What follows belongs to an exercise in optimizing a design on an open flow for small area; a production flow would make more cautious choices. The RTL was checked by simulation tests, not by an equivalence proof against the original design. No driver is modelled on the clock port, so clocking that relies on it looks cheaper here than on a real chip. Power figures rest on the tool's default switching activity, not on a simulated workload.

Setup of the reference run:
Design icape2_responder, start of the top module:
module icape2_responder #(
    parameter logic [31:0] IDCODE   = 32'h0362D093,
    parameter int unsigned READ_LAT = 3
) (
    input  logic        i_clk,
    input  logic        i_reset,
    input  logic        i_csib,
    input  logic        i_rdwrb,
    input  logic [31:0] i_data,
    output logic [31:0] o_data,
    output logic        o_synced,
    output logic        o_iprog,
    output logic [31:0] o_wbstar,
    output logic        o_err
);
Size: ~2200 cells after synthesis, ~1100 flip-flops, ~100 I/O pins.
clock: 10.0 ns
lec_check: 0
cap_margin: 20
core_margin: 2
core_utilization: 40
slew_margin: 20
synth_hierarchical: 1
synth_minimum_keep_size: 0
standard.sh (not shown) runs the stock make flow with config.mk's settings and CLKGATE_MAP_FILE= SYNTH_SCRIPT=/design/flow/synth_recipe.tcl, a recipe that flattens the netlist after the stock synthesis.
==> flow/flow/run.sh <==
#!/bin/bash
# Layout flow: the standard ORFS flow (standard.sh, which also runs the
# standard synthesis script) with
#  - ABC's final mapping run with more area recovery and without its
#    buffering and upsizing passes (abc.script replaces abc_speed.script in
#    a copy of the ORFS scripts folder); the registers are mapped before
#    ABC runs, so they are the standard synthesis's;
#  - a lighter clock tree: no dummy loads, small clusters of clkbuf_4, and
#    clock buffers upsized afterwards only where a flip-flop clock pin's
#    slew is above target (post_cts.tcl);
#  - buf_2 port buffers.
set -euo pipefail
here=$(pwd)
rm -rf "$here/orfs_scripts"
cp -r "$FLOW_HOME/scripts" "$here/orfs_scripts"
cp "$here/flow/abc.script" "$here/orfs_scripts/abc_speed.script"
cts_args="-sink_clustering_enable -repair_clock_nets -dont_use_dummy_load"
cts_args+=" -buf_list sky130_fd_sc_hd__clkbuf_4"
cts_args+=" -sink_clustering_size 10 -sink_clustering_max_diameter 50"
bash standard.sh \
  "SCRIPTS_DIR=$here/orfs_scripts" \
  "CTS_ARGS=$cts_args" \
  "POST_CTS_TCL=$here/flow/post_cts.tcl" \
  "BUFFER_PORTS_ARGS=-buffer_cell sky130_fd_sc_hd__buf_2" \
  finish > "$here/orfs_flow.log" 2>&1
Other scripts of this flow, unchanged in this note and not shown: flow/flow/abc.script, flow/flow/post_cts.tcl
Every stage of the flow completed for the reference run, and the final layout passed the timing, design-rule and antenna checks.
Here is what was changed in the inputs of the trial run compared with the reference run.
--- a/flow/design.v
+++ b/flow/design.v
@@ -226,26 +226,30 @@
     always_ff @(posedge i_clk) begin
         for (int j = 0; j < N_SLOT; j++) begin
             r_ring[j] <= w_ring_d[j];
         end
     end
     logic [7:0]  w_tap_sel;
     logic        w_sel_ring, w_sel_idc, w_sel_stat, w_sel_wbs;
-    assign w_sel_ring = w_in_ring && !i_reset;
-    assign w_sel_idc  = (r_addr == c_ADDR_IDCODE) && !i_reset;
-    assign w_sel_stat = (r_addr == c_ADDR_STAT) && !i_reset;
-    assign w_sel_wbs  = (r_addr == c_ADDR_WBSTAR) && !i_reset;
+    logic        w_rd_cap, w_hold;
+    assign w_rd_cap   = w_rdst && !i_reset;
+    assign w_sel_ring = w_in_ring && w_rd_cap;
+    assign w_sel_idc  = (r_addr == c_ADDR_IDCODE) && w_rd_cap;
+    assign w_sel_stat = (r_addr == c_ADDR_STAT) && w_rd_cap;
+    assign w_sel_wbs  = (r_addr == c_ADDR_WBSTAR) && w_rd_cap;
+    assign w_hold     = !(i_reset || (w_rdst && (w_tap_hit || !w_in_ring)));
     always_comb begin
         for (int i = 0; i < 8; i++) begin
             w_tap_sel[i] = w_at[4 * i] && w_sel_ring;
         end
     end
     assign w_tap_hit = |w_tap_sel;
     icape2_tap u_tap (
         .i_sel(w_tap_sel), .i_sel_wbs(w_sel_wbs), .i_wbs(r_wbstar),
+        .i_hold(w_hold), .i_q(r_odata),
         .i_d0(r_ring[0]),  .i_d1(r_ring[4]),  .i_d2(r_ring[8]),  .i_d3(r_ring[12]),
         .i_d4(r_ring[16]), .i_d5(r_ring[20]), .i_d6(r_ring[24]), .i_d7(r_ring[28]),
         .o_q(w_tap)
     );
     always_ff @(posedge i_clk) begin
         r_buf <= i_data;
     end
@@ -257,17 +261,15 @@
         end else if (w_ones) begin
             r_ones <= 1'b1;
         end else if (w_rd_data) begin
             r_ones <= 1'b0;
         end
     end
     always_ff @(posedge i_clk) begin
-        if (i_reset || (w_rdst && (w_tap_hit || !w_in_ring))) begin
-            r_odata <= w_rd_raw;
-        end
+        r_odata <= w_rd_raw;
     end
     assign o_data = r_odata | {32{r_ones}};
 endmodule
 module icape2_port (
     input  logic        i_sel,
     input  logic        i_sel_n,
     input  logic [31:0] i_wd,
@@ -283,19 +285,35 @@
     input  logic [31:0] i_prev,
     output logic [31:0] o_d
 );
     assign o_d = ~(({32{i_sel}} | i_prev) & ({32{i_sel_n}} | i_wd));
 endmodule
 module icape2_tap (
     input  logic [7:0]  i_sel,
+    input  logic        i_hold,
+    input  logic [31:0] i_q,
     input  logic        i_sel_wbs,
     input  logic [31:0] i_wbs,
     input  logic [31:0] i_d0, i_d1, i_d2, i_d3, i_d4, i_d5, i_d6, i_d7,
     output logic [31:0] o_q
 );
-    assign o_q = (i_d0 & {32{i_sel[0]}}) | (i_d1 & {32{i_sel[1]}}) |
-                 (i_d2 & {32{i_sel[2]}}) | (i_d3 & {32{i_sel[3]}}) |
-                 (i_d4 & {32{i_sel[4]}}) | (i_d5 & {32{i_sel[5]}}) |
-                 (i_d6 & {32{i_sel[6]}}) | (i_d7 & {32{i_sel[7]}}) |
-                 (i_wbs & {32{i_sel_wbs}});
+    logic [31:0] w_g0_n, w_g1_n, w_g2_n;
+    icape2_aoi222 u_g0 (.i_a(i_d0), .i_sa(i_sel[0]), .i_b(i_d1), .i_sb(i_sel[1]),
+                        .i_c(i_d2), .i_sc(i_sel[2]), .o_y_n(w_g0_n));
+    icape2_aoi222 u_g1 (.i_a(i_d3), .i_sa(i_sel[3]), .i_b(i_d4), .i_sb(i_sel[4]),
+                        .i_c(i_d5), .i_sc(i_sel[5]), .o_y_n(w_g1_n));
+    icape2_aoi222 u_g2 (.i_a(i_d6), .i_sa(i_sel[6]), .i_b(i_d7), .i_sb(i_sel[7]),
+                        .i_c(i_wbs), .i_sc(i_sel_wbs), .o_y_n(w_g2_n));
+    assign o_q = ~(w_g0_n & w_g1_n & w_g2_n & ~(i_q & {32{i_hold}}));
+endmodule
+module icape2_aoi222 (
+    input  logic [31:0] i_a,
+    input  logic        i_sa,
+    input  logic [31:0] i_b,
+    input  logic        i_sb,
+    input  logic [31:0] i_c,
+    input  logic        i_sc,
+    output logic [31:0] o_y_n
+);
+    assign o_y_n = ~((i_a & {32{i_sa}}) | (i_b & {32{i_sb}}) | (i_c & {32{i_sc}}));
 endmodule
 `default_nettype wire
## What came out
- Delta (the trial run minus the reference run): cell count after placement neither gained nor lost much, unique cell type count in the Yosys netlist picked up an extra 2.3%, area overhead of the layout relative to synthesis picked up an extra 0.18 points.
- Die: the trial run smaller than the reference run
- Diff the trial run..the reference run | share of synthesized area spent on multiplexers | negligible
- In the metrics for the trial run and the reference run, the one carrying the higher combinational group share of total power is the reference run.
- Relative to the reference run, fraction of power spent switching nets has decreased by 0.43 points in the trial run.
- Flip-flop and latch count essentially unchanged between the reference run and the trial run.
- Comparing the trial run and the reference run, the higher number of ordinary and repair buffers in the finished layout is on the trial run.
- When the trial run is set beside the reference run, its simple-gate area share of the yosys netlist turns out to be 0.75 points larger.
- On met3 routing resource usage after global routing: the trial run sits above the reference run.
- The reference run → the trial run: setup slack down 0.098 ns; time the final worst path needs with I/O delays and setup went up.

[static timing again, ports no longer ideal]
The results above use ideal ports. As a check the final layouts listed here were re-extracted and re-timed, cells and wires unchanged.
Step 1, drivers: a clkbuf_16 drives i_clk and a buf_2 each remaining input, both assumed.
Step 2 moves the port delays by t, midway between the first and last clock arrival at a register: inputs arrive t later, outputs are due t later. That takes back most of the time a late clock gives input paths.
a / b / c = ideal ports / drivers / drivers and shift; a / b = the first two.
| run | t (ns) | setup slack, ns | worst hold slack (ns) | worst setup path at the end |
|---|---|---|---|---|
| the reference run | 0.961 | 3.381 / 3.422 / 2.461 | 0.244 / 0.244 / 0.244 | input to register |
| the trial run | 0.947 | 3.283 / 3.249 / 2.302 | 0.247 / 0.247 / 0.247 | input to register |
After both steps every run listed still meets setup and hold. For the trial run, which loses most, drivers alone change the setup slack by -0.034 ns; drivers and shift together by -0.981 ns.
